What follows belongs to an exercise in optimizing a design on an open flow for small area, a short achievable clock period and few clock cycles per item; a production flow would make more cautious choices. Power and IR drop assume default switching activity.

## the previous run
==> module tomasulo_core, before the edit <==
module tomasulo_core #(
  parameter logic [31:0] REG_INIT = 32'd5
) (
  input  logic        GCLK,
  input  logic        rst,
  input  logic [31:0] inst,          
  input  logic        inst_valid,
  output logic        fetch_en,
  output logic        wb_valid,      
  output logic [31:0] wb_value,
  input  logic [3:0]  dbg_addr,
  output logic [31:0] dbg_data,
  output logic        dbg_pending,
  output logic        idle           
);
  logic [31:0] rf   [16];
  logic [15:0] rf_we;                
  logic [31:0] rf_wd;                
  logic        halted;
  logic        take, issue;
  logic [3:0]  opc, dst, src1, src2;
  logic        e_valid;
  logic        e_mul, e_sub;
  logic [3:0]  e_dst;
  logic [31:0] e_a, e_b;
  logic [31:0] x_y;
  logic        w_valid;
  logic [3:0]  w_dst;
  logic [31:0] w_val;
  logic [31:0] rd_a, rd_b;
  assign opc  = inst[31:28];
  assign dst  = inst[27:24];
  assign src1 = inst[23:20];
  assign src2 = inst[19:16];
  assign fetch_en = !halted;
  assign take     = inst_valid && !halted;
  assign issue    = take && (opc != tomasulo_pkg::OP_HLT);
  function automatic logic [31:0] rf_read(input logic [3:0] r);
    rf_read = '0;
    for (int j = 0; j < 16; j++) begin
      rf_read = rf_read | ({32{r == j[3:0]}} & rf[j]);
    end
  endfunction
  assign rd_a = (w_valid && w_dst == src1) ? w_val : rf_read(src1);
  assign rd_b = (w_valid && w_dst == src2) ? w_val : rf_read(src2);
  always_ff @(posedge GCLK) begin
    if (rst) begin
      halted  <= 1'b0;
      e_valid <= 1'b0;
      w_valid <= 1'b0;
    end else begin
      if (take && opc == tomasulo_pkg::OP_HLT) halted <= 1'b1;
      e_valid <= issue;
      w_valid <= e_valid;
    end
  end
  always_ff @(posedge GCLK) begin
    e_mul <= (opc == tomasulo_pkg::OP_MUL);
    e_sub <= (opc == tomasulo_pkg::OP_SUB);
    e_dst <= dst;
    e_a   <= (e_valid && e_dst == src1) ? x_y : rd_a;
    e_b   <= (e_valid && e_dst == src2) ? x_y : rd_b;
    w_dst <= e_dst;
    w_val <= x_y;
    for (int j = 0; j < 16; j++) begin
      if (rf_we[j]) rf[j] <= rf_wd;
    end
  end
  always_comb begin
    for (int j = 0; j < 16; j++) begin
      rf_we[j] = rst || (w_valid && w_dst == j[3:0]);
    end
    rf_wd = rst ? REG_INIT : w_val;
  end
  exec_unit u_exec (.is_mul(e_mul), .is_sub(e_sub), .a(e_a), .b(e_b), .y(x_y));
  assign wb_valid    = w_valid;
  assign wb_value    = w_val;
  assign idle        = !e_valid && !w_valid;
  assign dbg_data    = rf_read(dbg_addr);
  assign dbg_pending = (e_valid && e_dst == dbg_addr) || (w_valid && w_dst == dbg_addr);
endmodule
Settings: LEC_CHECK=0, CAP_MARGIN=20, CORE_MARGIN=2, CORE_UTILIZATION=40, SETUP_SLACK_MARGIN=5, SLEW_MARGIN=20; clock period 12.0 ns.
run.sh (not shown) runs the stock make flow with config.mk's settings and CLKGATE_MAP_FILE= SYNTH_SCRIPT=/design/flow/synth_recipe.tcl, a recipe that flattens the netlist after the stock synthesis.
Edits applied to the flow inputs when going from the previous run to the current run:
--- a/flow/design.v
+++ b/flow/design.v
@@ -949,6 +949,5 @@
 );
   logic [31:0] rf   [16];
-  logic [15:0] rf_we;                
-  logic [31:0] rf_wd;                
+  logic [15:0] wr_q;                 
   logic        halted;
   logic        take, issue;
@@ -960,5 +959,4 @@
   logic [31:0] x_y;
   logic        w_valid;
-  logic [3:0]  w_dst;
   logic [31:0] w_val;
   logic [31:0] rd_a, rd_b;
@@ -971,11 +969,14 @@
   assign issue    = take && (opc != tomasulo_pkg::OP_HLT);
   function automatic logic [31:0] rf_read(input logic [3:0] r);
+    logic [15:0] hit;
     rf_read = '0;
     for (int j = 0; j < 16; j++) begin
-      rf_read = rf_read | ({32{r == j[3:0]}} & rf[j]);
+      hit[j] = (r == j[3:0]);
+      rf_read = rf_read | ({32{hit[j] & wr_q[j]}} & rf[j]);
     end
+    if (|(hit & ~wr_q)) rf_read = rf_read | REG_INIT;
   endfunction
-  assign rd_a = (w_valid && w_dst == src1) ? w_val : rf_read(src1);
-  assign rd_b = (w_valid && w_dst == src2) ? w_val : rf_read(src2);
+  assign rd_a = rf_read(src1);
+  assign rd_b = rf_read(src2);
   always_ff @(posedge GCLK) begin
     if (rst) begin
@@ -983,8 +984,10 @@
       e_valid <= 1'b0;
       w_valid <= 1'b0;
+      wr_q    <= '0;
     end else begin
       if (take && opc == tomasulo_pkg::OP_HLT) halted <= 1'b1;
       e_valid <= issue;
       w_valid <= e_valid;
+      if (e_valid) wr_q[e_dst] <= 1'b1;
     end
   end
@@ -995,15 +998,6 @@
     e_a   <= (e_valid && e_dst == src1) ? x_y : rd_a;
     e_b   <= (e_valid && e_dst == src2) ? x_y : rd_b;
-    w_dst <= e_dst;
     w_val <= x_y;
-    for (int j = 0; j < 16; j++) begin
-      if (rf_we[j]) rf[j] <= rf_wd;
-    end
-  end
-  always_comb begin
-    for (int j = 0; j < 16; j++) begin
-      rf_we[j] = rst || (w_valid && w_dst == j[3:0]);
-    end
-    rf_wd = rst ? REG_INIT : w_val;
+    if (e_valid) rf[e_dst] <= x_y;
   end
   exec_unit u_exec (.is_mul(e_mul), .is_sub(e_sub), .a(e_a), .b(e_b), .y(x_y));
@@ -1012,5 +1006,5 @@
   assign idle        = !e_valid && !w_valid;
   assign dbg_data    = rf_read(dbg_addr);
-  assign dbg_pending = (e_valid && e_dst == dbg_addr) || (w_valid && w_dst == dbg_addr);
+  assign dbg_pending = e_valid && e_dst == dbg_addr;
 endmodule
 `default_nettype wire
Results
- When the current run is measured against the previous run, its count of cells along the worst register-to-register path turns out 6 higher.
- In the current run the sequential cell fraction of total power turned out 17 points higher than in the previous run.
- Between the current run and the previous run, non-clock buffer contribution to total cell area is higher for the current run, the previous run comes in under that.
- Overall fraction of global-route tracks in use was higher in the run labelled the previous run.
- Taking the previous run as the reference, in the current run clock network power consumption shrank by about 3%, total design power down about 55%, mux contribution to synthesized area went down by 0.18 points, number of placed instances, taps included -about 4%.
No functional check of the RTL was part of any run of this note.

[what the ideal ports hide]
The results above use ideal ports. As a check the final layouts listed here were re-extracted and re-timed, cells and wires unchanged. Step 1 (the two cells are an assumption about what drives the block):
set clk [get_ports {GCLK}]
set_driving_cell -lib_cell sky130_fd_sc_hd__clkbuf_16 $clk
set_driving_cell -lib_cell sky130_fd_sc_hd__buf_2 [delete_from_list [all_inputs] $clk]
Step 2 moves the port delays by t, midway between the first and last clock arrival at a register: inputs arrive t later, outputs are due t later. That takes back most of the time a late clock gives input paths. Three values: ideal, step 1, step 2; two values: the first two.
| run | t (ns) | setup WS [ns] | latest minus earliest clock arrival (ns) |
|---|---|---|---|
| the previous run | 0.689 | 4.974 / 4.812 / 4.812 | 0.021 / 0.021 |
| the current run | 0.693 | 4.927 / 4.906 / 4.906 | 0.036 / 0.036 |
After both steps setup and hold are still met in every run listed. The setup slack of the previous run, which loses most, moves by -0.162 ns with the drivers and by -0.162 ns with both steps.
